This is an optimization exercise on Yosys and OpenROAD, whose aim is small area and few clock cycles, not a production implementation.
In this exercise RTL edits were held to simulation tests only and were not proved equivalent to the original.
No activity file was given, so power comes from the tool's default toggle rates.

==> design.v <==
package search_list_pkg;
   localparam int data_w = 64;
   localparam int addr_w = 48;
   localparam logic [data_w-1:0] null_ptr = '1;
   localparam int key_hi = 63;
   localparam int key_lo = 32;
   typedef struct packed {
      logic [data_w-1:0] fact_value;
      logic [data_w-1:0] ptr;
   } job_t;
   typedef struct packed {
      logic [data_w-1:0] dim_value;
      logic [data_w-1:0] next_ptr;
   } node_t;
   typedef struct packed {
      logic [data_w-1:0] fact_value;
      node_t             node;
   } join_t;
   typedef struct packed {
      logic [data_w-1:0] dim_value;
      logic [data_w-1:0] fact_value;
   } match_t;
   typedef enum logic [1:0] {
      issue_idle,
      issue_old,
      issue_new
   } issue_state_e;
endpackage
module search_list #(
   parameter int depth = 9
) (
   input  logic         clk,
   input  logic         rst,
   input  logic         new_job_empty,
   input  logic [127:0] new_job,
   output logic         new_job_read_en,
   output logic         rq0_vld,
   output logic [47:0]  rq0_address,
   input  logic         rq0_afull,
   output logic         rq1_vld,
   output logic [47:0]  rq1_address,
   input  logic         rq1_afull,
   input  logic         rs0_write_en,
   input  logic [63:0]  rs0_data,
   output logic         rs0_afull,
   input  logic         rs1_write_en,
   input  logic [63:0]  rs1_data,
   output logic         rs1_afull,
   output logic         output_empty,
   input  logic         output_read_en,
   output logic [127:0] output_data,
   output logic         done
);
   logic [63:0]      q [depth];      
   logic [depth-1:0] qv;
   logic [63:0]      d_r;            
   logic             dv;
   logic [46:0]      p_r;            
   logic             pn_r;
   logic             pv;
   logic             prev_nje;
   logic        d_av, p_av, p_null, hit, rq_ok;
   logic [63:0] d_w, head;
   logic [46:0] p_w;
   logic        both, fire_hit, fire_drop, fire_re, pop, ohold;
   assign head  = q[0];
   assign d_av  = dv | rs0_write_en;
   assign d_w   = dv ? d_r : rs0_data;
   assign p_av  = pv | rs1_write_en;
   assign p_w   = pv ? p_r : rs1_data[46:0];
   assign p_null = pv ? pn_r : (&rs1_data);
   assign both  = d_av & p_av & qv[0];
   assign hit   = (d_w[63:32] == head[63:32]);
   assign rq_ok = !rq0_afull && !rq1_afull;
   assign ohold    = both & hit;
   assign fire_hit = ohold & output_read_en;
   assign output_empty = !ohold;
   assign output_data  = {d_w, head};
   assign fire_drop = both & !hit & p_null;
   assign fire_re   = both & !hit & !p_null & rq_ok;
   assign pop       = fire_hit | fire_drop | fire_re;
   logic        nj_null, room, issue_new, push;
   logic [46:0] addr;
   logic [63:0] push_fact;
   assign nj_null   = &new_job[63:0];
   assign room      = !(&qv) | pop;
   assign issue_new = !new_job_empty && !nj_null && rq_ok && !fire_re && room;
   assign new_job_read_en = !new_job_empty && (nj_null || issue_new);
   assign push      = fire_re | issue_new;
   assign push_fact = fire_re ? head : new_job[127:64];
   assign addr      = fire_re ? p_w : new_job[46:0];
   assign rq0_vld   = push;
   assign rq1_vld   = push;
   assign rq0_address = {addr, 1'b0};
   assign rq1_address = {addr, 1'b1};
   logic dv_n, pv_n;
   assign dv_n = d_av & !pop;
   assign pv_n = p_av & !pop;
   assign rs0_afull = dv_n;
   assign rs1_afull = pv_n;
   always_ff @(posedge clk)
   begin
      if (rst)
      begin
         dv <= 1'b0;
         pv <= 1'b0;
      end
      else
      begin
         dv <= dv_n;
         pv <= pv_n;
      end
      if (!dv)
         d_r <= rs0_data;
      if (!pv)
      begin
         p_r  <= rs1_data[46:0];
         pn_r <= &rs1_data;
      end
   end
   logic [depth-1:0] mv;
   always_comb
   begin
      mv[0] = qv[0] & pop;
      for (int i = 1; i < depth; i++)
         mv[i] = qv[i] & (!qv[i-1] | mv[i-1]);
   end
   always_ff @(posedge clk)
   begin
      for (int i = 0; i < depth - 1; i++)
         if (mv[i+1])
            q[i] <= q[i+1];
      if (push)
         q[depth-1] <= push_fact;
      if (rst)
         qv <= '0;
      else
      begin
         for (int i = 0; i < depth - 1; i++)
            qv[i] <= (qv[i] & !mv[i]) | mv[i+1];
         qv[depth-1] <= (qv[depth-1] & !mv[depth-1]) | push;
      end
   end
   always_ff @(posedge clk)
      prev_nje <= new_job_empty;
   assign done = prev_nje && !(|qv);
endmodule
==> flow/run.sh <==
#!/bin/bash
# Standard layout, with the port buffers made from the smallest buffer cell
# instead of the one buffer_ports picks by itself.
set -euo pipefail
export BUFFER_PORTS_ARGS="-buffer_cell sky130_fd_sc_hd__buf_1"
bash standard.sh > orfs_make.log 2>&1
==> standard.sh <==
#!/bin/bash
# synth_recipe.tcl (not shown) runs the flow's synth.tcl, then flattens the netlist and writes it again
# the make line also repeats each setting of config.mk as NAME=value (left out here)
make -C /OpenROAD-flow-scripts/flow DESIGN_CONFIG=/design/flow/config.mk WORK_HOME=/design/flow/orfs CLKGATE_MAP_FILE= SYNTH_SCRIPT=/design/flow/synth_recipe.tcl "${@:-finish}"
==> config.mk <==
export PLATFORM = sky130hd
export DESIGN_NAME = search_list
export DESIGN_NICKNAME = search_list
export VERILOG_FILES = /design/flow/design.v
export SDC_FILE = /design/flow/constraint.sdc
export NUM_CORES = 4
export LEC_CHECK = 0
export CAP_MARGIN = 20
export CORE_MARGIN = 2
export CORE_UTILIZATION = 60
export CTS_CLUSTER_DIAMETER = 80
export CTS_CLUSTER_SIZE = 30
export SLEW_MARGIN = 20
==> constraint.sdc <==
create_clock -name core_clock -period 6.0 [get_ports {clk}]
set_input_delay 1.2000 -clock core_clock [delete_from_list [all_inputs] [get_ports {clk}]]
set_output_delay 1.2000 -clock core_clock [all_outputs]
set_load 0.01 [all_outputs]
==> out/results.ini, run 1 <==
[run_status]
status = finished clean

[yosys]
synthMuxAreaShare_pct = 11.4
synth_xor_area_share_pct = 1.16
synth_most_common_cell = edfxtp_1
synth_compound_area_share_pct = 0.956
syn_nets = 1416
ys_async_sr_fraction_pct = 0
yosys.area.top_type = edfxtp_1
syn_area_per_cell_um2 = 21.0
synth_edf_count = 576
ys.flop_type = edfxtp_1
synth_area_leaders = edfxtp_1, dfxtp_1, mux2_2
synthAdderAreaFrac_pct = 0
syn_area_um2 = 24200
synth_cells = 1152
synth_common_cells = edfxtp_1, mux2_2, dfxtp_1, mux2_4, buf_4
ys_seq_area_share_pct = 81.7
ys_ff_latch = 700
synth_top_family_by_area = multiplexers
ys_warn_count = 2
synth_top_area_share_pct = 71.4
yosysUniqueCellTypes = 48
synth-simple-area-share_pct = 2.30

[sta]
drv_slew = 0
fin_crit_sh_pct = 90.4
fin_tns_setup_ns = 0
fmax_mhz = 184
slew_headroom_pct = 32.5
hold_viol_final = 0
worstMarginPinSlew_ns = 1.01
rsz0062_at_grt = false
period_needed_ns = 5.42
setup_viol = 0
skew_ns = 0.0275

[placement]
gp_congestion = 1.00
dp_hpwl_mm = 41.5
dp_cells = 2111
io_buffers = 492

[cts]
numCtsBuffers = 30
cts_buffer_depth = 3
postCtsSetupBuffers = 0
h-tree-depth = 1
cts_tree = built
hold_buffers = 0
post_cts_resized = 0
clock-sinks = 700
root_buffer = clkbuf_16
clk_latency_ns = 0.61
clk_pin_slew_ns = 0.11

[worst_setup_path]
critPathMaxFanout = 47
arrival_ns = 4.22
startpoint = dv$_SDFF_PP0_
path_class = flop to primary output
rr_startpoint = dv$_SDFF_PP0_
cp_data_required_time_ns = 4.80
crit_path_end_kind = primary output
cp-start-kind = flop

[power]
peakVddDrop_v = 0.000248
p_leak_nw = 8.77
finalPower_mw = 8.26
pwr_density_cell_nw_per_um2 = 302

[die]
initial_core_util_pct = 60.8
die_height_um = 205
dieArea_um2 = 42000
design.core.area_um2 = 39800
ios = 495
rows = 73
die_w_um = 205

[global_routing]
grt_pass1_vias = 11600
grt.total_usage_pct = 26.8
antenna_found_initial = 12
gr-usage-met3_pct = 3.10
grt_overflow_total = 0
grtUsageMet2_pct = 46.3
grt_max_degree = 65
grt_pass1_wl_mm = 78.7
grt_busiest_layer = met2
grt_use_met1_pct = 36.6

[routing]
routed_via_density = 5.54
wl_per_cell_um = 26.7
routed_wl_mm = 57.8
routed-via-count = 12000
remaining_drc_errors = 0
drt_pre_antenna_iters = 5
drt_iter0_drc = 1025
postRouteAntennaNets = 0

[flow_run]
cap_violations = 0

[final_layout]
drive_gt1_share_pct = 18.7
area_growth_pct = 13.0
final_nets = 1882
instances_no_fill = 2168

[min_path]
min-delay-start = q[2][2]$_DFFE_PP_
min_path_type = flop to flop

==> layer usage <==
layer,part of all wire (%),routed length [um]
met1,41,23900
met2,52,29800
met3,4.9,2850
met4,2.1,1210
met5,0,0
==> final timing paths <==
check / endpoint / slack, ns / depth (start not counted)
worst max-delay path: rq0_address[18] / 0.58 / 9
worst min-delay path: q[1][2]$_DFFE_PP_ / 0.41 / 0
worst max register to register: q[4][45]$_DFFE_PP_ / 1.53 / 9
worst min register to register: q[1][2]$_DFFE_PP_ / 0.41 / 0
==> state kept, by name, summed over array words and instances, names as in the netlist <==
register / flops
dv: 1
qv: 9
q: 576
pv: 1
p_r: 47
pn_r: 1
prev_nje: 1
d_r: 64
==> final cells by class <==
type                       instances  area [um2]
inverter                           6        22.5
timing repair buffer             510        2040
clock inverter                    13         135
multi-input combinational        370        3900
fill                            2579       12500
clock buffer                      34         797
tap                              525         657
antenna                           10        25.0
sequential                       700       19800
==> placed cells by master, fill, tap and decap left out, types with 3 or more instances in the layout <==
cell / instances
a21oi_1: 3
buf_1: 492
buf_12: 5
buf_4: 13
clkbuf_16: 31
dfxtp_1: 122
diode_2: 10
edfxtp_1: 576
inv_1: 6
inv_8: 6
mux2_2: 142
mux2_4: 76
nand2_1: 8
nand2b_1: 4
nand4_1: 33
nor2_1: 11
nor3_1: 5
nor4_1: 10
nor4_2: 5
o21a_4: 3
xor2_1: 32
==> power breakdown <==
part	switching (mW)	internal, mW
logic	0.275	0.208
clock network	1.43	0.997
registers	0.0351	5.31
==> critical path: stages, from the launching register on <==
cell,delay [ns]
dfxtp_4,0.72
mux2_2,0.45
xor2_1,0.15
nor4_1,0.40
nand4_1,0.43
nor2_4,0.32
nor4_4,0.05
buf_4,0.40
mux2_4,0.42
buf_1,0.19
==> cell families (layout without fill, tap and decap cells) <==
logic type	count (synthesis)	after routing
and+or+nand+nor	89	89
buffers and inverters	82	563
AOI/OAI and AO/OA	27	27
other	2	12
muxes	220	220
DFF	700	700
xor gates and xnor gates	32	32
==> stage by stage <==
stage,hold WS [ns],setup WS (ns),instance area [um2],utilization (%)
5_1_grt,0.424,0.426,27400,68.7
6_report,0.415,0.576,27400,68.7
2_1_floorplan,0.400,0.00767,24200,-
4_1_cts,0.418,0.580,27300,68.7
3_3_place_gp,0.400,0.850,26400,66.3
3_5_place_dp,0.405,0.823,26400,66.3
Testbench counts, summed over its fixed seeds: cycles 13,521.
==> run 2: changes to the inputs <==
--- a/design.v
+++ b/design.v
@@ -28,5 +28,5 @@
 endpackage
 module search_list #(
-   parameter int depth = 9
+   parameter int depth = 8
 ) (
    input  logic         clk,
--- a/config.mk
+++ b/config.mk
@@ -6,4 +6,5 @@
 export NUM_CORES = 4
 export LEC_CHECK = 0
+export ABC_AREA = 1
 export CAP_MARGIN = 20
 export CORE_MARGIN = 2
==> out/results.ini, run 2 <==
[run_status]
status = finished clean

[global_routing]
grt_pass1_vias = 13000  ; +13%
antenna_found_initial = 8  ; -4
grt.total_usage_pct = 27.9  ; +1.1 points
grt_max_degree = 69  ; +6.2%
grt_pass1_wl_mm = 78.5  ; -0.31%
grt_overflow_total = 0  ; unchanged

[min_path]
min-delay-start = q[7][17]$_DFFE_PP_
min_path_cells = 0  ; unchanged
min_path_type = flop to flop
min_to = q[6][17]$_DFFE_PP_

[placement]
io_buffers = 492  ; unchanged
dp_cells = 2607  ; +23%
dp_hpwl_mm = 40.4  ; -2.5%
gp_congestion = 0.994  ; -0.96%
place_ws_ns = 0.853  ; +0.0301 ns

[yosys]
ys_warn_count = 2  ; unchanged
ys.flop_type = edfxtp_1
synth_most_common_cell = nand2_1
synth_cells = 1727  ; +50%
yosysUniqueCellTypes = 25  ; -48%
synth_edf_count = 512  ; -11%
syn_area_per_cell_um2 = 13.0  ; -38%
synth_common_cells = nand2_1, edfxtp_1, dfxtp_1, inv_1, buf_4
syn_nets = 1991  ; +41%
ys_async_sr_fraction_pct = 0  ; unchanged
ys_ff_latch = 635  ; -9.3%
synth_top_area_share_pct = 68.6  ; -2.9 points
synth_area_leaders = edfxtp_1, nand2_1, dfxtp_1
syn_area_um2 = 22400  ; -7.4%
ys_seq_area_share_pct = 79.5  ; -2.2 points
yosys.area.top_type = edfxtp_1

[sta]
fin_crit_sh_pct = 92.0  ; +1.6 points
slew_headroom_pct = 37.5  ; +4.9 points
rsz0062_at_grt = false
skew_ns = 0.0220  ; -0.00549 ns
timing.final.ws_setup_ns = 0.478  ; -0.0987 ns
whs_ns = 0.408  ; -0.00718 ns
hold_viol_final = 0  ; unchanged
setup_viol = 0  ; unchanged
period_needed_ns = 5.52  ; +0.0987 ns
fin_tns_setup_ns = 0  ; unchanged
drv_slew = 0  ; unchanged
worstMarginPinSlew_ns = 0.938  ; -0.0742 ns
fmax_mhz = 181  ; -1.8%

[routing]
routed_via_density = 5.33  ; -3.7%
routed_wl_mm = 55.7  ; -3.6%
wl_per_cell_um = 20.9  ; -21%
postRouteAntennaNets = 0  ; unchanged
drt_pre_antenna_iters = 6  ; +1
routed-via-count = 14200  ; +18%
drt_iter0_drc = 1216  ; +19%
remaining_drc_errors = 0  ; unchanged

[cts]
root_buffer = clkbuf_16
numCtsBuffers = 26  ; -13%
cts_buffer_depth = 3  ; unchanged
postCtsSetupBuffers = 0  ; unchanged
hold_buffers = 0  ; unchanged
post_cts_resized = 0  ; unchanged
clk_latency_ns = 0.58  ; -0.03 ns
clk_pin_slew_ns = 0.11  ; about the same
cts_tree = built
h-tree-depth = 1  ; unchanged
clock-sinks = 635  ; -9.3%

[worst_setup_path]
rr_startpoint = dv$_SDFF_PP0_
timing.rr.end = q[3][40]$_DFFE_PP_
crit_path_end_kind = primary output
cp_data_required_time_ns = 4.80  ; about the same
r2r_slack_ns = 1.49  ; -0.04 ns
cp-start-kind = flop
critPathMaxFanout = 68  ; +45%
ff2ff_path_depth = 17  ; +8
arrival_ns = 4.32  ; +0.10 ns
path_class = flop to primary output

[final_layout]
drive_gt1_share_pct = 3.25  ; -15 points
instances_no_fill = 2660  ; +23%
fillers = 2700  ; +4.7%
largest_reg_flops = 512  ; -11%
multi_input_area_um2 = 3740  ; -4.2%
top_register = q
layout_common_cells = nand2_1, edfxtp_1, buf_1, dfxtp_1, inv_1
mostFrequentLayoutCell = nand2_1
reg_top3 = q x512, d_r x64, p_r x47
regArea_um2 = 17800  ; -9.8%
final_nets = 2431  ; +29%
area_growth_pct = 12.8

[die]
die_height_um = 197  ; -3.7%
dieArea_um2 = 38900  ; -7.2%
design.core.area_um2 = 36700  ; -7.8%
ios = 495  ; unchanged
initial_core_util_pct = 61.1  ; +0.32 points
rows = 70  ; -4.1%
die_w_um = 197  ; -3.7%

[power]
pwr_density_cell_nw_per_um2 = 296  ; -1.8%
peakVddDrop_v = 0.000266  ; +7.1%
p_leak_nw = 9.39  ; +7.0%

[flow_run]
cap_violations = 0  ; unchanged

run 2: changes by cell type after synthesis, sizes merged, moves of 12 or more:
cell / previous run / this run
buf: 69 / 81
clkbuf: 7 / 19
edfxtp: 576 / 512
inv: 6 / 73
mux2: 220 / 0
nand2: 8 / 741
nand3: 1 / 47
nand4: 34 / 21
nor2: 12 / 43
o21ai: 3 / 38
xor2: 32 / 0
run 2: worst max path at each step:
stage	endpoint	cells past startpoint	from
after floorplan	q[2][0]$_DFFE_PP_	13	rs0_data[47]
after global placement	rq0_address[15]	14	rs0_data[33]
after detailed placement	rq0_address[15]	14	rs0_data[33]
after CTS	rq0_address[15]	14	dv$_SDFF_PP0_
after global routing	rq0_address[15]	16	dv$_SDFF_PP0_
final	rq0_address[15]	16	dv$_SDFF_PP0_
run 2: layer usage:
layer / vias up / wire [um] / track usage [%]
met5: - / 34 / 0
li1: 6617 / - / -
met4: 6 / 2650 / 12.9
met2: 612 / 25100 / 42.6
met1: 6836 / 23500 / 39.0
met3: 116 / 4430 / 6.06
run 2: report_power, final:
part / switching [mW] / internal [mW]
clock: 1.27 / 0.887
sequential: 0.0295 / 4.82
combinational: 0.344 / 0.145
run 2: critical path, cell delays in order, from the launching register on:
cell	delay, ns
dfxtp_2	0.36
buf_4	0.62
nand2_1	0.15
nand2_1	0.16
nand2_1	0.07
nand2_1	0.07
inv_1	0.06
nand2_1	0.07
nor2_1	0.04
nand2_1	0.06
nor2_1	0.04
nand2_1	0.21
nand3_4	0.36
inv_2	0.83
nand2_1	0.11
nand2_1	0.13
buf_1	0.29
run 2: cell families after synthesis:
kind of cell    after synthesis  synth area share (%)
flops                       635                  79.5
other cells                   2                0.0335
simple gates                867                  15.2
compound gates               50                  1.13
buf+inv                     173                  4.10
run 2: layout make-up:
| type | instances | area share, % |
|---|---|---|
| antenna | 5 | 0.0495 |
| clock buffer | 42 | 2.93 |
| clock inverter | 6 | 0.312 |
| inverter | 73 | 1.11 |
| multi-input combinational | 919 | 14.8 |
| sequential | 635 | 70.5 |
| tap | 468 | 2.31 |
| timing repair buffer | 512 | 7.99 |
run 2: per-stage QoR:
step | utilization, % | power, mW | area (um2)
after global routing | 68.9 | 7.75 | 25300
after detailed placement | 66.7 | 5.44 | 24500
final | 68.9 | 7.50 | 25300
after global placement | 66.7 | 5.43 | 24500
after CTS | 68.9 | 7.56 | 25300
after floorplan | - | 5.23 | 22400
Testbench counts of run 2, summed over its fixed seeds: cycles 14,658.
==> run 3: changes to the inputs <==
--- a/design.v
+++ b/design.v
@@ -28,5 +28,5 @@
 endpackage
 module search_list #(
-   parameter int depth = 8
+   parameter int depth = 10
 ) (
    input  logic         clk,
==> out/results.ini, run 3 <==
[cts]
h-tree-depth = 1  ; unchanged
cts_buffer_depth = 3  ; unchanged
post_cts_resized = 0  ; unchanged
postCtsSetupBuffers = 0  ; unchanged
hold_buffers = 0  ; unchanged
clk_latency_ns = 0.63  ; +0.05 ns
clock-sinks = 765  ; +20%
cts_tree = built
root_buffer = clkbuf_16
numCtsBuffers = 31  ; +19%
clk_pin_slew_ns = 0.11  ; about the same

[routing]
drt_iter0_drc = 1475  ; +21%
routed_wl_mm = 65.6  ; +18%
wl_per_cell_um = 22.7  ; +8.2%
remaining_drc_errors = 0  ; unchanged
routed-via-count = 15400  ; +8.4%
postRouteAntennaNets = 0  ; unchanged
drt_pre_antenna_iters = 6  ; unchanged
routed_via_density = 5.31  ; -0.50%

[die]
die_height_um = 213  ; +8.1%
rows = 76  ; +8.6%
dieArea_um2 = 45500  ; +17%
die_w_um = 213  ; +8.1%
design.core.area_um2 = 43200  ; +18%
initial_core_util_pct = 60.9  ; -0.21 points
ios = 495  ; unchanged

[yosys]
synth_most_common_cell = nand2_1
yosysUniqueCellTypes = 28  ; +12%
synth_common_cells = nand2_1, edfxtp_1, dfxtp_1, buf_4, nor2_1
ys_ff_latch = 765  ; +20%
yosys.area.top_type = edfxtp_1
synth_top_area_share_pct = 73.1  ; +4.5 points
ys_seq_area_share_pct = 82.6  ; +3.1 points
synth_area_leaders = edfxtp_1, nand2_1, dfxtp_1
ys.flop_type = edfxtp_1
synth_cells = 1837  ; +6.4%
synth_edf_count = 640  ; +25%
syn_area_per_cell_um2 = 14.3  ; +10%
syn_nets = 2101  ; +5.5%
ys_warn_count = 2  ; unchanged
ys_async_sr_fraction_pct = 0  ; unchanged
syn_area_um2 = 26300  ; +17%

[min_path]
min_path_type = flop to flop

[global_routing]
grt_pass1_wl_mm = 90.1  ; +15%
grt_overflow_total = 0  ; unchanged
grt.total_usage_pct = 28.0  ; +0.15 points
grt_pass1_vias = 14200  ; +8.9%
antenna_found_initial = 7  ; -1
grt_max_degree = 68  ; -1.4%

[final_layout]
regArea_um2 = 21700  ; +22%
multi_input_area_um2 = 3900  ; +4.2%
fillers = 3026  ; +12%
area_growth_pct = 12.2
final_nets = 2546  ; +4.7%
mostFrequentLayoutCell = nand2_1
top_register = q
layout_common_cells = nand2_1, edfxtp_1, buf_1, dfxtp_1, nor2_1
drive_gt1_share_pct = 3.68  ; +0.44 points
largest_reg_flops = 640  ; +25%
instances_no_fill = 2898  ; +8.9%
reg_top3 = q x640, d_r x64, p_r x47

[sta]
period_needed_ns = 5.33  ; -0.196 ns
timing.final.ws_setup_ns = 0.674  ; +0.196 ns
setup_viol = 0  ; unchanged
hold_viol_final = 0  ; unchanged
skew_ns = 0.0211  ; -0.000877 ns
slew_headroom_pct = 31.8  ; -5.7 points
fin_crit_sh_pct = 88.8  ; -3.3 points
rsz0062_at_grt = false
drv_slew = 0  ; unchanged
fmax_mhz = 188  ; +3.7%
worstMarginPinSlew_ns = 1.02  ; +0.0852 ns

[worst_setup_path]
arrival_ns = 4.13  ; -0.19 ns
critPathMaxFanout = 67  ; -1.5%
cp_data_required_time_ns = 4.80  ; about the same
path_class = flop to primary output
crit_path_end_kind = primary output
cp-start-kind = flop

[power]
finalPower_mw = 8.92  ; +19%
p_leak_nw = 10.5  ; +12%
pwr_density_cell_nw_per_um2 = 302  ; +2.0%
peakVddDrop_v = 0.000313  ; +18%

[placement]
io_buffers = 492  ; unchanged
place_ws_ns = 0.970  ; +0.117 ns
dp_cells = 2834  ; +8.7%
gp_congestion = 1.04  ; +4.2%
dp_hpwl_mm = 45.7  ; +13%

[flow_run]
cap_violations = 0  ; unchanged

[run_status]
status = finished clean

[run 3: worst max-delay path: stages, from the launching register on]
cell	delay [ns]
dfxtp_2	0.35
buf_4	0.58
nor2_1	0.17
nor3_1	0.64
nand3_4	0.40
clkinv_2	0.13
buf_4	0.59
nand2_1	0.18
nand2_1	0.15
buf_1	0.25
[run 3: kinds of logic (layout without fill, tap and decap cells)]
logic type | count (synthesis) | in the layout | share of synthesized area, %
AO/OA/AOI/OAI | 29 | 29 | 0.571
buffers and inverters | 142 | 612 | 2.98
other | 2 | 8 | 0.0286
flip-flops | 765 | 765 | 82.6
AND/OR/NAND/NOR | 899 | 899 | 13.8
[run 3: cell type report]
cell class | instances | area share, %
Clock buffer | 49 | 2.93
Multi-Input combinational cell | 930 | 13.2
Timing Repair Buffer | 513 | 6.83
Tap cell | 585 | 2.48
Antenna cell | 6 | 0.0509
Inverter | 41 | 0.534
Sequential cell | 765 | 73.6
Clock inverter | 9 | 0.365
[run 3: final timing paths]
check                           slack [ns]                  to  depth (start not counted)          startpoint
worst max register to register        1.87   q[1][2]$_DFFE_PP_                         17       dv$_SDFF_PP0_
worst min register to register        0.42  q[5][41]$_DFFE_PP_                          0  q[6][41]$_DFFE_PP_
worst min-delay path                  0.42  q[5][41]$_DFFE_PP_                          0  q[6][41]$_DFFE_PP_
worst max-delay path                  0.67     rq1_address[34]                          9       dv$_SDFF_PP0_
[run 3: through the flow]
step                hold slack, ns  TNS (ns)  util (%)  area (um2)
floorplan                    0.400     -3.00         -       26300
global placement             0.400         0      66.1       28500
detailed placement           0.405         0      66.1       28500
global route                 0.415         0      68.4       29500
finish                       0.420         0      68.4       29500
CTS                          0.418         0      68.3       29500
[run 3: power breakdown]
group | internal, mW | total [mW] | switching, mW
registers | 5.80 | 5.83 | 0.0303
clock network | 1.06 | 2.59 | 1.53
logic | 0.143 | 0.502 | 0.359
total | 7.00 | 8.92 | 1.92
[run 3: per-layer routing]
metal  vias to the layer above  wire length [um]  part of all wire [%]  track usage [%]
met1                      7471             27400                    42             39.8
li1                       7124                 -                     -                -
met2                       676             31300                    48             45.7
met3                       108              4960                   7.6             4.12
met5                         -                 0                     0                0
met4                         0              2030                   3.1             9.00
Testbench counts of run 3, summed over its fixed seeds: cycles 12,623.
==> run 4: changes to the inputs <==
--- a/design.v
+++ b/design.v
@@ -28,5 +28,5 @@
 endpackage
 module search_list #(
-   parameter int depth = 10
+   parameter int depth = 8
 ) (
    input  logic         clk,
==> run.sh (new file) <==
#!/bin/bash
# synth_recipe.tcl (not shown) runs the flow's synth.tcl, then flattens the netlist and writes it again
# the make line also repeats each setting of config.mk as NAME=value (left out here)
make -C /OpenROAD-flow-scripts/flow DESIGN_CONFIG=/design/flow/config.mk WORK_HOME=/design/flow/orfs CLKGATE_MAP_FILE= SYNTH_SCRIPT=/design/flow/synth_recipe.tcl finish
--- a/config.mk
+++ b/config.mk
@@ -6,9 +6,6 @@
 export NUM_CORES = 4
 export LEC_CHECK = 0
-export ABC_AREA = 1
 export CAP_MARGIN = 20
 export CORE_MARGIN = 2
-export CORE_UTILIZATION = 60
-export CTS_CLUSTER_DIAMETER = 80
-export CTS_CLUSTER_SIZE = 30
+export CORE_UTILIZATION = 40
 export SLEW_MARGIN = 20
removed: flow/run.sh
removed: standard.sh
==> out/results.ini, run 4 <==
[power]
net-switching-power_mw = 1.97  ; +2.5%
seq_power_share_pct = 50.2  ; -15 points
swShare_pct = 20.3  ; -1.2 points
pwr_density_cell_nw_per_um2 = 320  ; +5.8%
intPower_mw = 7.71  ; +10%
combPwrFrac_pct = 7.2  ; +1.6 points
peakVddDrop_v = 0.000238  ; -24%
clkPwrFrac_pct = 42.6  ; +14 points
p_leak_nw = 10.3  ; -2.6%

[worst_setup_path]
path_class = input port to primary output
crit_path_end_kind = primary output
critPathMaxFanout = 17  ; -75%
cp-start-kind = input port
arrival_ns = 4.52  ; +0.39 ns
cp_data_required_time_ns = 4.80  ; about the same

[final_layout]
area_growth_pct = 36.0
largest_reg_flops = 512  ; -20%
drive_gt1_share_pct = 22.3  ; +19 points
mostFrequentLayoutCell = edfxtp_1
layout_common_cells = edfxtp_1, clkdlybuf4s50_1, mux2_2, dfxtp_1, mux2_4
top_register = q
fin_area_um2 = 30200  ; +2.5%
reg_top3 = q x512, d_r x64, p_r x47
final_nets = 1871  ; -27%
instances_no_fill = 2418  ; -17%

[yosys]
synth_top_area_share_pct = 69.1  ; -4.0 points
synth_most_common_cell = edfxtp_1
syn_nets = 1350  ; -36%
yosys.area.top_type = edfxtp_1
synth_cells = 1086  ; -41%
synth_edf_count = 512  ; -20%
synth_area_leaders = edfxtp_1, dfxtp_1, mux2_2
synth_common_cells = edfxtp_1, mux2_2, dfxtp_1, mux2_4, buf_4
yosysUniqueCellTypes = 35  ; +25%
syn_area_um2 = 22200  ; -15%
ys_warn_count = 2  ; unchanged
ys_seq_area_share_pct = 80.2  ; -2.4 points
ys_async_sr_fraction_pct = 0  ; unchanged
ys_ff_latch = 635  ; -17%
syn_area_per_cell_um2 = 20.5  ; +43%
ys.flop_type = edfxtp_1

[cts]
h-tree-depth = 3  ; +2
clock-sinks = 635  ; -17%
cts_buffer_depth = 3  ; unchanged
hold_buffers = 0  ; unchanged
cts_tree = built
clk_pin_slew_ns = 0.06  ; -0.05 ns
root_buffer = clkbuf_16
clk_latency_ns = 0.59  ; -0.04 ns
numCtsBuffers = 67  ; +120%

[die]
design.core.area_um2 = 55100  ; +28%
initial_core_util_pct = 40.4  ; -21 points
ios = 495  ; unchanged
rows = 86  ; +13%
die_w_um = 240  ; +12%
dieArea_um2 = 57500  ; +26%
die_height_um = 240  ; +12%

[placement]
dp_cells = 2283  ; -19%
gp_congestion = 0.789  ; -24%
dp_hpwl_mm = 39.4  ; -14%
place_area_um2 = 28000  ; -1.9%
io_buffers = 492  ; unchanged

[global_routing]
grt_overflow_total = 0  ; unchanged
grt_pass1_vias = 11900  ; -17%
grt.total_usage_pct = 19.2  ; -8.9 points
antenna_found_initial = 14  ; +7
grt_pass1_wl_mm = 78.7  ; -13%
grt_max_degree = 65  ; -4.4%

[flow_run]
cap_violations = 0  ; unchanged

[sta]
worstMarginPinSlew_ns = 0.657  ; -0.366 ns
hold_viol_final = 0  ; unchanged
drv_slew = 0  ; unchanged
fin_crit_sh_pct = 95.3  ; +6.5 points
setup_viol = 0  ; unchanged
skew_ns = 0.0165  ; -0.00466 ns
whs_ns = 0.411  ; -0.00863 ns
fmax_mhz = 175  ; -6.9%
period_needed_ns = 5.72  ; +0.392 ns
slew_headroom_pct = 56.2  ; +24 points
rsz0062_at_grt = false

[routing]
postRouteAntennaNets = 0  ; unchanged
drt_pre_antenna_iters = 8  ; +2
wl_per_cell_um = 23.4  ; +3.3%
drt_iter0_drc = 722  ; -51%
routed_via_density = 4.75  ; -11%
remaining_drc_errors = 0  ; unchanged
routed_wl_mm = 56.6  ; -14%
routed-via-count = 11500  ; -25%

[run_status]
status = finished clean

[min_path]
min_path_type = flop to flop

[run 4: layout make-up]
class / count / area [um2]
fillers: 4392 / 24800
flip-flops and latches: 635 / 17800
repair buffers: 528 / 5330
multi-input cells: 371 / 3900
clock buffers: 96 / 1880
well taps: 748 / 936
clock inverters: 26 / 320
diodes: 10 / 25.0
inverters: 4 / 15.0
[run 4: final timing paths]
path / from / to / slack [ns] / cells after the start
hold reg to reg: q[2][50]$_DFFE_PP_ / q[1][50]$_DFFE_PP_ / 0.41 / 0
setup reg to reg: dv$_SDFF_PP0_ / q[7][4]$_DFFE_PP_ / 1.58 / 11
hold / removal: q[2][50]$_DFFE_PP_ / q[1][50]$_DFFE_PP_ / 0.41 / 0
setup / recovery: rs0_data[44] / rq1_address[47] / 0.28 / 13
[run 4: power by group through the flow]
stage               logic (mW)  clock network (mW)  registers (mW)
finish                   0.697                4.12            4.86
global route             0.739                4.42            4.86
CTS                      0.699                4.24            4.86
detailed placement       0.696                   0            4.95
global placement         0.690                   0            4.95
floorplan                0.291                   0            4.94
[run 4: kinds of logic (layout without fill, tap and decap cells)]
family / count (synthesis) / in the layout / share of synthesized area, %
flops: 635 / 635 / 80.2
simple gates: 95 / 95 / 2.49
compound gates: 20 / 20 / 0.692
xor+xnor: 32 / 32 / 1.26
buf+inv: 80 / 654 / 2.64
other cells: 2 / 12 / 0.0338
mux: 222 / 222 / 12.7
[run 4: per-layer routing]
layer | up-vias | wire, um | GRT usage (%)
met4 | 4 | 1680 | 7.45
li1 | 5206 | - | -
met3 | 90 | 3500 | 5.04
met1 | 5795 | 22500 | 22.7
met2 | 389 | 28800 | 33.4
met5 | - | 24 | 0
[run 4: what timing repair did]
action	CTS	global route
pin swaps	1	0
resized for setup	0	1
endpoints found under the setup margin	1	96
buffers inserted	2	1
[run 4: through the flow]
step	setup TNS (ns)	power, mW	util, %	worst slack [ns]
6_report	0	9.68	54.9	0.282
5_1_grt	0	10.0	54.9	0.0384
4_1_cts	0	9.80	54.8	0.0242
3_5_place_dp	-0.0121	5.65	50.8	-0.0121
3_3_place_gp	-0.0121	5.64	50.8	-0.0121
2_1_floorplan	-0.0154	5.23	-	-0.0154
[run 4: critical path: stages]
cell	delay (ns)
clkdlybuf4s50_1	0.41
mux2_2	0.29
xor2_1	0.15
nor4_1	0.50
buf_4	0.22
nand4_1	0.14
nor2_4	0.24
buf_4	0.16
nor4_4	0.04
buf_4	0.17
buf_12	0.16
mux2_2	0.25
clkdlybuf4s50_1	0.59
Testbench counts of run 4, summed over its fixed seeds: cycles 14,658.
==> run 5: changes to the inputs <==
--- a/design.v
+++ b/design.v
@@ -28,5 +28,5 @@
 endpackage
 module search_list #(
-   parameter int depth = 8
+   parameter int depth = 9
 ) (
    input  logic         clk,
@@ -54,5 +54,7 @@
    logic [63:0]      q [depth];      
    logic [depth-1:0] qv;
-   logic [63:0]      d_r;            
+   logic [depth-1:0] mv;             
+   logic [31:0]      dl_r;
+   logic             dh_r;
    logic             dv;
    logic [46:0]      p_r;            
@@ -61,20 +63,21 @@
    logic             prev_nje;
    logic        d_av, p_av, p_null, hit, rq_ok;
-   logic [63:0] d_w, head;
+   logic [31:0] dl_w;
+   logic [63:0] head;
    logic [46:0] p_w;
    logic        both, fire_hit, fire_drop, fire_re, pop, ohold;
    assign head  = q[0];
    assign d_av  = dv | rs0_write_en;
-   assign d_w   = dv ? d_r : rs0_data;
+   assign dl_w  = dv ? dl_r : rs0_data[31:0];
    assign p_av  = pv | rs1_write_en;
    assign p_w   = pv ? p_r : rs1_data[46:0];
    assign p_null = pv ? pn_r : (&rs1_data);
    assign both  = d_av & p_av & qv[0];
-   assign hit   = (d_w[63:32] == head[63:32]);
+   assign hit   = dv ? dh_r : (rs0_data[63:32] == head[63:32]);
    assign rq_ok = !rq0_afull && !rq1_afull;
    assign ohold    = both & hit;
    assign fire_hit = ohold & output_read_en;
    assign output_empty = !ohold;
-   assign output_data  = {d_w, head};
+   assign output_data  = {head[63:32], dl_w, head};
    assign fire_drop = both & !hit & p_null;
    assign fire_re   = both & !hit & !p_null & rq_ok;
@@ -97,5 +100,5 @@
    assign dv_n = d_av & !pop;
    assign pv_n = p_av & !pop;
-   assign rs0_afull = dv_n;
+   assign rs0_afull = dv_n | !((qv[0] & !mv[0]) | mv[1]);
    assign rs1_afull = pv_n;
    always_ff @(posedge clk)
@@ -112,5 +115,8 @@
       end
       if (!dv)
-         d_r <= rs0_data;
+      begin
+         dl_r <= rs0_data[31:0];
+         dh_r <= hit;
+      end
       if (!pv)
       begin
@@ -119,5 +125,4 @@
       end
    end
-   logic [depth-1:0] mv;
    always_comb
    begin
==> flow/run.sh (new file) <==
#!/bin/bash
# Standard layout, with the port buffers made from the smallest buffer cell
# instead of the one buffer_ports picks by itself.
set -euo pipefail
export BUFFER_PORTS_ARGS="-buffer_cell sky130_fd_sc_hd__buf_1"
bash standard.sh > orfs_make.log 2>&1
==> standard.sh (new file) <==
#!/bin/bash
# synth_recipe.tcl (not shown) runs the flow's synth.tcl, then flattens the netlist and writes it again
# the make line also repeats each setting of config.mk as NAME=value (left out here)
make -C /OpenROAD-flow-scripts/flow DESIGN_CONFIG=/design/flow/config.mk WORK_HOME=/design/flow/orfs CLKGATE_MAP_FILE= SYNTH_SCRIPT=/design/flow/synth_recipe.tcl "${@:-finish}"
--- a/config.mk
+++ b/config.mk
@@ -6,6 +6,9 @@
 export NUM_CORES = 4
 export LEC_CHECK = 0
+export ABC_AREA = 1
 export CAP_MARGIN = 20
 export CORE_MARGIN = 2
-export CORE_UTILIZATION = 40
+export CORE_UTILIZATION = 60
+export CTS_CLUSTER_DIAMETER = 80
+export CTS_CLUSTER_SIZE = 30
 export SLEW_MARGIN = 20
removed: run.sh
==> out/results.ini, run 5 <==
[run_status]
status = finished clean

[routing]
routed_wl_mm = 53.8  ; -4.9%
remaining_drc_errors = 0  ; unchanged
postRouteAntennaNets = 0  ; unchanged
routed_via_density = 5.31  ; +12%
wl_per_cell_um = 21.0  ; -10%
routed-via-count = 13600  ; +18%
drt_iter0_drc = 1216  ; +68%
drt_pre_antenna_iters = 7  ; -1

[sta]
setup_viol = 0  ; unchanged
whs_ns = 0.394  ; -0.0179 ns
fin_crit_sh_pct = 81.7  ; -14 points
rsz0062_at_grt = false
hold_viol_final = 0  ; unchanged
timing.final.ws_setup_ns = 1.10  ; +0.816 ns
drv_slew = 0  ; unchanged
fin_tns_setup_ns = 0  ; unchanged
slew_headroom_pct = 35.3  ; -21 points
fmax_mhz = 204  ; +17%
period_needed_ns = 4.90  ; -0.816 ns
skew_ns = 0.0371  ; +0.0207 ns
worstMarginPinSlew_ns = 0.971  ; +0.314 ns

[power]
combPwrFrac_pct = 4.7  ; -2.5 points
clkPwrFrac_pct = 30.6  ; -12 points
intPower_mw = 6.25  ; -19%
pwr_density_cell_nw_per_um2 = 301  ; -6.0%
seq_power_share_pct = 64.7  ; +15 points
p_leak_nw = 9.20  ; -10%
swShare_pct = 20.9  ; +0.61 points
peakVddDrop_v = 0.000215  ; -9.8%
net-switching-power_mw = 1.65  ; -16%

[cts]
clk_latency_ns = 0.59  ; about the same
clk_pin_slew_ns = 0.11  ; +0.05 ns
root_buffer = clkbuf_16
numCtsBuffers = 29  ; -57%
cts_buffer_depth = 3  ; unchanged
post_cts_resized = 0  ; unchanged
hold_buffers = 0  ; unchanged
cts_tree = built
postCtsSetupBuffers = 0  ; -2
clock-sinks = 669  ; +5.4%
h-tree-depth = 1  ; -2

[final_layout]
mostFrequentLayoutCell = edfxtp_1
fillers = 2783  ; -37%
drive_gt1_share_pct = 3.83  ; -18 points
multi_input_area_um2 = 3200  ; -18%
top_register = q
layout_common_cells = edfxtp_1, nand2_1, buf_1, dfxtp_1, nor2_1
regArea_um2 = 19200  ; +7.4%
largest_reg_flops = 576  ; +13%
final_nets = 2281  ; +22%
area_growth_pct = 12.3
reg_top3 = q x576, p_r x47, dl_r x32

[yosys]
synth_common_cells = edfxtp_1, nand2_1, dfxtp_1, buf_4, nor2_1
ys_ff_latch = 669  ; +5.4%
ys_seq_area_share_pct = 81.9  ; +1.7 points
ys_warn_count = 2  ; unchanged
synth_edf_count = 577  ; +13%
ys.flop_type = edfxtp_1
synth_most_common_cell = edfxtp_1
synth_cells = 1601  ; +47%
ys_async_sr_fraction_pct = 0  ; unchanged
syn_nets = 1865  ; +38%
yosysUniqueCellTypes = 33  ; -5.7%
yosys.area.top_type = edfxtp_1
synth_area_leaders = edfxtp_1, nand2_1, dfxtp_1
syn_area_per_cell_um2 = 14.6  ; -29%
synth_top_area_share_pct = 74.0  ; +4.9 points
syn_area_um2 = 23400  ; +5.2%

[die]
design.core.area_um2 = 38600  ; -30%
initial_core_util_pct = 60.7  ; +20 points
die_w_um = 202  ; -16%
rows = 72  ; -16%
dieArea_um2 = 40600  ; -29%
ios = 495  ; unchanged
die_height_um = 202  ; -16%

[global_routing]
grt_max_degree = 65  ; unchanged
antenna_found_initial = 10  ; -4
grt.total_usage_pct = 26.0  ; +6.8 points
grt_pass1_wl_mm = 77.8  ; -1.1%
grt_overflow_total = 0  ; unchanged
grt_pass1_vias = 12800  ; +8.0%

[placement]
dp_hpwl_mm = 37.8  ; -4.0%
io_buffers = 492  ; unchanged
place_ws_ns = 0.998  ; +1.01 ns
gp_congestion = 0.993  ; +26%

[worst_setup_path]
max_stage_delay_ns = 0.42  ; -0.17 ns
crit_path_frequent_cell = nand2_1
cp-start-kind = input port
cp_data_required_time_ns = 4.80  ; about the same
crit_path_cell_trace = buf_1 -> inv_1 -> nand2_1 -> nand2_1 -> inv_1 -> nand2_1 -> nor2_1 -> nand2_1 -> nor2_1 -> nand3_1 -> nand2_1 -> nand3_1 -> nand4_1 -> nand2_1 -> nand2_4 -> buf_1
path_class = input port to primary output
crit_slowest_cell = nor2_1
arrival_ns = 3.70  ; -0.82 ns
crit_path_end_kind = primary output
critPathMaxFanout = 27  ; +10

[flow_run]
cap_violations = 0  ; unchanged

[min_path]
min_path_type = flop to flop

==> run 5: kinds of logic (layout without fill, tap and decap cells) <==
group,Yosys count,in the layout,share of synthesized area (%)
DFF,669,669,81.9
and+or+nand+nor,634,634,10.7
other,2,7,0.0321
muxes,1,1,0.0481
xor gates and xnor gates,8,8,0.299
buffers and inverters,195,633,4.83
AOI/OAI and AO/OA,92,92,2.20
==> run 5: final timing paths <==
path | startpoint | end | slack [ns] | cells after the start
worst min-delay path | q[8][52]$_DFFE_PP_ | q[7][52]$_DFFE_PP_ | 0.39 | 0
worst max register to register | q[0][61]$_DFFE_PP_ | q[6][48]$_DFFE_PP_ | 2.01 | 13
worst min register to register | q[8][52]$_DFFE_PP_ | q[7][52]$_DFFE_PP_ | 0.39 | 0
worst max-delay path | rs0_data[61] | rq1_vld | 1.10 | 16
==> run 5: per-stage QoR <==
stage / cells / utilization, % / total power, mW / instance area, um2
after global routing: 2559 / 68.1 / 8.15 / 26300
after floorplan: 1601 / - / 5.42 / 23400
after CTS: 2557 / 68.1 / 7.96 / 26300
after global placement: 2504 / 65.6 / 5.58 / 25300
final: 2562 / 68.2 / 7.90 / 26300
after detailed placement: 2504 / 65.6 / 5.59 / 25300
==> run 5: worst max-delay path, delay by kind of cell <==
family | cells | cell delay [ns]
and+or+nand+nor | 12 | 1.99
buffers and inverters | 4 | 0.49
==> run 5: area by class of cell <==
| cell class | count | area share, % |
|---|---|---|
| timing repair buffer | 510 | 7.64 |
| sequential | 669 | 72.9 |
| multi-input combinational | 737 | 12.2 |
| clock inverter | 10 | 0.590 |
| clock buffer | 43 | 3.12 |
| tap | 518 | 2.47 |
| inverter | 70 | 1.02 |
| antenna | 5 | 0.0476 |
==> run 5: layer usage <==
layer  global-route usage [%]  part of all wire [%]
met5                        0                 0.080
met4                     5.65                   2.2
met3                     4.47                   8.2
met2                     40.6                    46
met1                     39.1                    44
==> run 5: power by group through the flow <==
stage,Sequential (mW),Combinational [mW],Clock (mW)
CTS,5.11,0.375,2.47
finish,5.11,0.375,2.42
global route,5.12,0.415,2.62
detailed placement,5.22,0.372,0
global placement,5.21,0.369,0
floorplan,5.21,0.210,0
Testbench counts of run 5, summed over its fixed seeds: cycles 13,521.
==> run 6: changes to the inputs <==
--- a/design.v
+++ b/design.v
@@ -28,5 +28,5 @@
 endpackage
 module search_list #(
-   parameter int depth = 9
+   parameter int depth = 8
 ) (
    input  logic         clk,
==> out/results.ini, run 6 <==
[run_status]
status = finished clean

[yosys]
synth_most_common_cell = edfxtp_1
ys_ff_latch = 604  ; -9.7%
yosys.area.top_type = edfxtp_1
ys_async_sr_fraction_pct = 0  ; unchanged
ys_seq_area_share_pct = 80.6  ; -1.3 points
synth_common_cells = edfxtp_1, nand2_1, dfxtp_1, buf_4, nor2_1
syn_area_um2 = 21400  ; -8.7%
synth_cells = 1524  ; -4.8%
synth_top_area_share_pct = 72.0  ; -2.0 points
yosysUniqueCellTypes = 29  ; -12%
synth_area_leaders = edfxtp_1, nand2_1, dfxtp_1
syn_nets = 1788  ; -4.1%
ys_warn_count = 2  ; unchanged
ys.flop_type = edfxtp_1
synth_edf_count = 513  ; -11%
syn_area_per_cell_um2 = 14.0  ; -4.0%

[min_path]
min_path_type = flop to flop
min-delay-start = q[2][30]$_DFFE_PP_
min_to = q[1][30]$_DFFE_PP_
min_path_cells = 0  ; unchanged

[power]
net-switching-power_mw = 1.46  ; -12%
finalPower_mw = 7.07  ; -11%
p_leak_nw = 8.52  ; -7.4%
pwr_density_cell_nw_per_um2 = 294  ; -2.3%
clkPwrFrac_pct = 29.5  ; -1.1 points
peakVddDrop_v = 0.000223  ; +4.0%
seq_power_share_pct = 65.4  ; +0.7 points
intPower_mw = 5.61  ; -10%
combPwrFrac_pct = 5.1  ; +0.4 points
swShare_pct = 20.7  ; -0.25 points

[sta]
period_needed_ns = 5.18  ; +0.276 ns
worstMarginPinSlew_ns = 1.04  ; +0.0733 ns
fin_crit_sh_pct = 86.3  ; +4.6 points
setup_viol = 0  ; unchanged
rsz0062_at_grt = false
fmax_mhz = 193  ; -5.3%
slew_headroom_pct = 30.4  ; -4.9 points
skew_ns = 0.0270  ; -0.0101 ns
hold_viol_final = 0  ; unchanged
fin_tns_setup_ns = 0  ; unchanged
drv_slew = 0  ; unchanged

[routing]
postRouteAntennaNets = 0  ; unchanged
drt_iter0_drc = 835  ; -31%
routed-via-count = 12800  ; -5.8%
wl_per_cell_um = 20.4  ; -2.9%
drt_pre_antenna_iters = 5  ; -2
remaining_drc_errors = 0  ; unchanged
routed_via_density = 5.28  ; -0.53%
routed_wl_mm = 49.4  ; -8.1%

[die]
die_w_um = 193  ; -4.3%
die_height_um = 193  ; -4.3%
rows = 69  ; -4.2%
dieArea_um2 = 37200  ; -8.5%
initial_core_util_pct = 60.6  ; -0.16 points
ios = 495  ; unchanged
design.core.area_um2 = 35300  ; -8.4%

[placement]
gp_congestion = 1.13  ; +14%
io_buffers = 492  ; unchanged
dp_hpwl_mm = 35.7  ; -5.5%

[final_layout]
reg_top3 = q x512, p_r x47, dl_r x32
drive_gt1_share_pct = 3.52  ; -0.30 points
largest_reg_flops = 512  ; -11%
regArea_um2 = 17200  ; -10%
final_nets = 2203  ; -3.4%
fillers = 2472  ; -11%
layout_common_cells = edfxtp_1, nand2_1, buf_1, dfxtp_1, nor2_1
mostFrequentLayoutCell = edfxtp_1
multi_input_area_um2 = 3140  ; -1.9%
top_register = q
final_util_pct = 68.2  ; about the same
area_growth_pct = 12.6

[global_routing]
grt_pass1_vias = 11600  ; -9.7%
antenna_found_initial = 7  ; -3
grt_overflow_total = 0  ; unchanged
grt_pass1_wl_mm = 69.2  ; -11%
grt_max_degree = 54  ; -17%
grt.total_usage_pct = 25.8  ; -0.17 points

[worst_setup_path]
crit_path_cell_trace = inv_2 -> nand2_2 -> or2_1 -> nor2_1 -> nand2_1 -> nand2_1 -> or2_1 -> nor2_4 -> buf_4 -> nor2_1 -> a31oi_1 -> buf_1
path_class = flop to primary output
r2r_slack_ns = 2.06  ; +0.05 ns
cp-start-kind = flop
ff2ff_path_depth = 11  ; -2
cp_data_required_time_ns = 4.80  ; about the same
critPathMaxFanout = 50  ; +85%
path_buf_inv = 3  ; -1
crit_slowest_cell = dfxtp_2
max_stage_delay_ns = 1.02  ; +0.60 ns
rr_startpoint = pv$_SDFF_PP0_
cp_top_family = simple AND/OR/NAND/NOR gates
timing.rr.end = q[7][34]$_DFFE_PP_
crit_path_end_kind = primary output
arrival_ns = 3.98  ; +0.28 ns

[cts]
clk_latency_ns = 0.57  ; -0.02 ns
root_buffer = clkbuf_16
numCtsBuffers = 25  ; -14%
cts_buffer_depth = 3  ; unchanged
clk_pin_slew_ns = 0.11  ; about the same
postCtsSetupBuffers = 0  ; unchanged
post_cts_resized = 0  ; unchanged
h-tree-depth = 1  ; unchanged
clock-sinks = 604  ; -9.7%
cts_tree = built
hold_buffers = 0  ; unchanged

[flow_run]
cap_violations = 0  ; unchanged

==> run 6: cell types whose count changed after synthesis, sizes merged, moves of 2 or more <==
cell | before | now
a21oi | 12 | 10
buf | 110 | 108
edfxtp | 577 | 513
nor2 | 80 | 78
o21ai | 37 | 32
xnor2 | 6 | 9
==> run 6: worst max path at each step <==
stage / from / end / slack (ns) / cells after the start
final: pv$_SDFF_PP0_ / rq1_address[34] / 0.82 / 12
after global placement: rs0_data[36] / rq1_address[34] / 0.98 / 12
after global routing: pv$_SDFF_PP0_ / rq0_address[23] / 0.51 / 12
after floorplan: rs0_data[56] / q[6][0]$_DFFE_PP_ / 0.21 / 11
after CTS: pv$_SDFF_PP0_ / rq1_address[34] / 0.76 / 12
after detailed placement: rs0_data[36] / rq1_address[34] / 0.92 / 12
==> run 6: layout make-up <==
| cell class | count | area share [%] |
|---|---|---|
| Antenna cell | 6 | 0.0624 |
| Clock buffer | 39 | 2.95 |
| Clock inverter | 7 | 0.385 |
| Inverter | 69 | 1.09 |
| Multi-Input combinational cell | 728 | 13.0 |
| Sequential cell | 604 | 71.6 |
| Tap cell | 461 | 2.40 |
| Timing Repair Buffer | 511 | 8.52 |
==> run 6: through the flow <==
stage	worst slack (ns)	instance area (um2)	cells	hold WS, ns
finish	0.822	24100	2425	0.418
global route	0.513	24100	2424	0.429
CTS	0.756	24100	2419	0.422
detailed placement	0.916	23300	2373	0.405
global placement	0.983	23300	2373	0.400
floorplan	0.213	21400	1524	0.400
==> run 6: worst reg2reg max path, cell delays in order (launching register included) <==
cell,delay [ns]
dfxtp_2,1.02
inv_2,0.10
nand2_2,0.14
or2_1,0.11
nor2_1,0.04
nand2_1,0.11
nand2_1,0.08
or2_1,0.24
nor2_4,0.53
clkinv_2,0.30
buf_4,0.39
o21ai_0,0.62
==> run 6: metal layers <==
layer	wire length (um)	vias up	part of all wire [%]	global-route usage, %
met5	12	-	0.024	0
met4	1120	2	2.3	6.43
met3	3890	55	7.9	4.87
met2	23800	564	48	43.0
met1	20600	6190	42	35.5
li1	-	5988	-	-
==> run 6: cell families after synthesis <==
kind of cell | synth area share, %
AND/OR/NAND/NOR | 11.6
flip-flops | 80.6
buffers and inverters | 5.05
AO/OA/AOI/OAI | 2.21
XOR/XNOR | 0.492
other | 0.0351
multiplexers | 0.0527
==> run 6: power by group through the flow <==
| stage | logic (mW) | clock network [mW] | registers [mW] |
|---|---|---|---|
| final | 0.362 | 2.08 | 4.63 |
| after global routing | 0.404 | 2.26 | 4.63 |
| after CTS | 0.361 | 2.14 | 4.63 |
| after detailed placement | 0.359 | 0 | 4.72 |
| after global placement | 0.355 | 0 | 4.72 |
| after floorplan | 0.207 | 0 | 4.71 |
Testbench counts of run 6, summed over its fixed seeds: cycles 14,658.
==> run 7: changes to the inputs <==
--- a/config.mk
+++ b/config.mk
@@ -6,5 +6,4 @@
 export NUM_CORES = 4
 export LEC_CHECK = 0
-export ABC_AREA = 1
 export CAP_MARGIN = 20
 export CORE_MARGIN = 2
==> out/results.ini, run 7 <==
[run_status]
status = finished clean

[yosys]
synth_common_cells = edfxtp_1, mux2_2, dfxtp_1, buf_4, mux2_4
syn_area_um2 = 21400  ; +0.23%
yosys.area.top_type = edfxtp_1
ys_ff_latch = 604  ; unchanged
synth-simple-area-share_pct = 2.61  ; -9.0 points
synthMuxAreaShare_pct = 11.2  ; +11 points
synth_compound_area_share_pct = 0.741  ; -1.5 points
synth_area_leaders = edfxtp_1, dfxtp_1, mux2_2
synth_top_family_by_area = multiplexers
ys_seq_area_share_pct = 80.4  ; -0.19 points
syn_nets = 1318  ; -26%
synth_edf_count = 513  ; unchanged
synth_cells = 1054  ; -31%
ys_async_sr_fraction_pct = 0  ; unchanged
ys.flop_type = edfxtp_1
synthAdderAreaFrac_pct = 0  ; unchanged
ys_warn_count = 2  ; unchanged
syn_area_per_cell_um2 = 20.3  ; +45%
synth_xor_area_share_pct = 1.31  ; +0.82 points
synth_most_common_cell = edfxtp_1
synth_top_area_share_pct = 71.9  ; -0.17 points
yosysUniqueCellTypes = 42  ; +45%

[sta]
fin_crit_sh_pct = 90.3  ; +4.0 points
slew_headroom_pct = 30.9  ; +0.49 points
period_needed_ns = 5.42  ; +0.241 ns
whs_ns = 0.418  ; -0.000679 ns
rsz0062_at_grt = false
fin_tns_setup_ns = 0  ; unchanged
skew_ns = 0.0234  ; -0.00364 ns
fmax_mhz = 185  ; -4.5%
drv_slew = 0  ; unchanged
setup_viol = 0  ; unchanged
hold_viol_final = 0  ; unchanged
worstMarginPinSlew_ns = 1.04  ; -0.00731 ns

[routing]
routed-via-count = 11000  ; -14%
drt_iter0_drc = 1106  ; +32%
wl_per_cell_um = 26.8  ; +32%
routed_wl_mm = 52.6  ; +6.5%
remaining_drc_errors = 0  ; unchanged
drt_pre_antenna_iters = 7  ; +2
routed_via_density = 5.59  ; +5.9%
postRouteAntennaNets = 0  ; unchanged

[power]
pwr_density_cell_nw_per_um2 = 291  ; -0.85%
combPwrFrac_pct = 5.4  ; +0.3 points
clkPwrFrac_pct = 28.5  ; -1.0 points
peakVddDrop_v = 0.000272  ; +22%
swShare_pct = 20.6  ; -0.11 points
finalPower_mw = 7.00  ; -1.0%
intPower_mw = 5.56  ; -0.86%
seq_power_share_pct = 66.1  ; +0.7 points
net-switching-power_mw = 1.44  ; -1.5%
p_leak_nw = 7.60  ; -11%

[min_path]
min_path_type = flop to flop
min_to = q[3][54]$_DFFE_PP_
min-delay-start = q[4][54]$_DFFE_PP_
min_path_cells = 0  ; unchanged

[die]
die_w_um = 193  ; +0.12%
die_height_um = 193  ; +0.12%
rows = 69  ; unchanged
design.core.area_um2 = 35400  ; +0.24%
ios = 495  ; unchanged
dieArea_um2 = 37300  ; +0.23%
initial_core_util_pct = 60.6  ; about the same

[cts]
postCtsSetupBuffers = 0  ; unchanged
clock-sinks = 604  ; unchanged
post_cts_resized = 0  ; unchanged
cts_buffer_depth = 3  ; unchanged
hold_buffers = 0  ; unchanged
clk_latency_ns = 0.56  ; about the same
clk_pin_slew_ns = 0.12  ; about the same
h-tree-depth = 1  ; unchanged
numCtsBuffers = 25  ; unchanged
cts_tree = built
root_buffer = clkbuf_16

[global_routing]
antenna_found_initial = 8  ; +1
grt_overflow_total = 0  ; unchanged
grt_pass1_vias = 10600  ; -8.0%
grt_max_degree = 65  ; +20%
grt_pass1_wl_mm = 71.9  ; +4.0%
grt.total_usage_pct = 27.6  ; +1.8 points

[worst_setup_path]
crit_path_cell_trace = buf_1 -> xnor2_1 -> nand4_1 -> nor4_1 -> a32o_1 -> a211o_1 -> nand3_1 -> buf_4 -> or3_1 -> a41o_1 -> buf_1
ff2ff_path_depth = 10  ; -1
crit_path_frequent_cell = buf_1
crit_path_end_kind = primary output
path_class = input port to primary output
crit_slowest_cell = a32o_1
arrival_ns = 4.22  ; +0.24 ns
rr_startpoint = q[0][32]$_DFFE_PP_
timing.rr.end = q[3][60]$_DFFE_PP_
cp_data_required_time_ns = 4.80  ; about the same
max_stage_delay_ns = 0.44  ; -0.58 ns
startpoint = rs0_data[32]
cp-start-kind = input port
critPathMaxFanout = 13  ; -74%
r2r_slack_ns = 1.89  ; -0.17 ns

[placement]
gp_congestion = 1.06  ; -6.2%
dp_cells = 1916  ; -19%
dp_hpwl_mm = 37.7  ; +5.7%
io_buffers = 492  ; unchanged

[final_layout]
largest_reg_flops = 512  ; unchanged
mostFrequentLayoutCell = edfxtp_1
area_growth_pct = 12.1
final_util_pct = 67.9  ; -0.27 points
final_nets = 1746  ; -21%
drive_gt1_share_pct = 16.7  ; +13 points
layout_common_cells = edfxtp_1, buf_1, mux2_2, dfxtp_1, mux2_4
top_register = q
reg_top3 = q x512, p_r x47, dl_r x32
instances_no_fill = 1961  ; -19%

[flow_run]
cap_violations = 0  ; unchanged

==> run 7: cell type report <==
class                           count  area, um2
Antenna cell                        7       17.5
Clock buffer                       32        652
Timing Repair Buffer              506       1990
Fill cell                        2376      11400
Inverter                            5       18.8
Sequential cell                   604      17200
Tap cell                          461        577
Clock inverter                      6       65.1
Multi-Input combinational cell    340       3490
==> run 7: per-stage QoR <==
stage / setup slack (ns) / instance area, um2
detailed placement: 0.581 / 23300
finish: 0.580 / 24000
CTS: 0.565 / 24000
floorplan: -0.193 / 21400
global placement: 0.590 / 23300
global route: 0.477 / 24000
==> run 7: per-layer routing <==
| metal | global-route usage [%] | part of all wire (%) | vias to the layer above |
|---|---|---|---|
| met5 | 0 | 0 | - |
| met4 | 7.14 | 2.4 | 0 |
| met3 | 3.33 | 6.8 | 58 |
| met2 | 46.0 | 49 | 543 |
| met1 | 39.3 | 42 | 5548 |
| li1 | - | - | 4809 |
==> run 7: cells by family (layout without fill, tap and decap cells) <==
kind of cell / Yosys count / in the layout
XOR/XNOR: 32 / 32
buffers and inverters: 110 / 549
multiplexers: 188 / 188
AND/OR/NAND/NOR: 97 / 97
flip-flops: 604 / 604
other: 2 / 9
AO/OA/AOI/OAI: 21 / 21
==> run 7: power groups by stage <==
stage / clock network [mW] / logic (mW) / registers, mW
6_report: 1.99 / 0.381 / 4.63
4_1_cts: 2.04 / 0.380 / 4.63
2_1_floorplan: 0 / 0.226 / 4.70
3_3_place_gp: 0 / 0.373 / 4.72
3_5_place_dp: 0 / 0.376 / 4.72
5_1_grt: 2.16 / 0.403 / 4.64
==> run 7: worst max-delay path by stage <==
stage | slack (ns) | end
CTS | 0.57 | new_job_read_en
floorplan | -0.19 | rq1_vld
detailed placement | 0.58 | new_job_read_en
global placement | 0.59 | new_job_read_en
global route | 0.48 | new_job_read_en
finish | 0.58 | new_job_read_en
==> run 7: worst max-delay path: cells and delay by family <==
kind            cells  cell delay [ns]
simple gates        4             1.24
compound gates      3             0.97
buf+inv             3             0.43
xor+xnor            1             0.36

[static timing again, ports no longer ideal]
The flow's constraints put no driver on any port. The routed layouts listed below were extracted and timed again, unchanged, in two steps.
Step 1 (the two cells are an assumption about what drives the block):
set clk [get_ports {clk}]
set_driving_cell -lib_cell sky130_fd_sc_hd__clkbuf_16 $clk
set_driving_cell -lib_cell sky130_fd_sc_hd__buf_2 [delete_from_list [all_inputs] $clk]
Step 2 times the ports against the registers' clock, not the clock port: input delays grow and output delays shrink by t, the midpoint of the rising clock arrivals with the driver on.
a / b / c = ideal ports / drivers / drivers and shift; a / b = the first two.
| run | t, ns | setup slack, ns | clock arrival spread, ns | pins driven straight from the clock port |
|---|---|---|---|---|
| run 1 | 0.655 | 0.576 / 0.519 / 0.770 | 0.029 / 0.029 | 1 |
| run 2 | 0.633 | 0.478 / 0.417 / 0.772 | 0.024 / 0.025 | 1 |
| run 3 | 0.682 | 0.674 / 0.613 / 0.878 | 0.024 / 0.024 | 1 |
| run 4 | 0.633 | 0.282 / 0.260 / 0.260 | 0.020 / 0.019 | 1 |
| run 5 | 0.629 | 1.097 / 1.057 / 1.057 | 0.038 / 0.037 | 1 |
| run 6 | 0.611 | 0.822 / 0.768 / 0.887 | 0.029 / 0.029 | 1 |
| run 7 | 0.610 | 0.580 / 0.556 / 0.556 | 0.024 / 0.024 | 1 |
After both steps setup and hold are still met in every run listed. For run 5, which loses most, drivers alone change the setup slack by -0.040 ns; drivers and shift together by -0.040 ns.
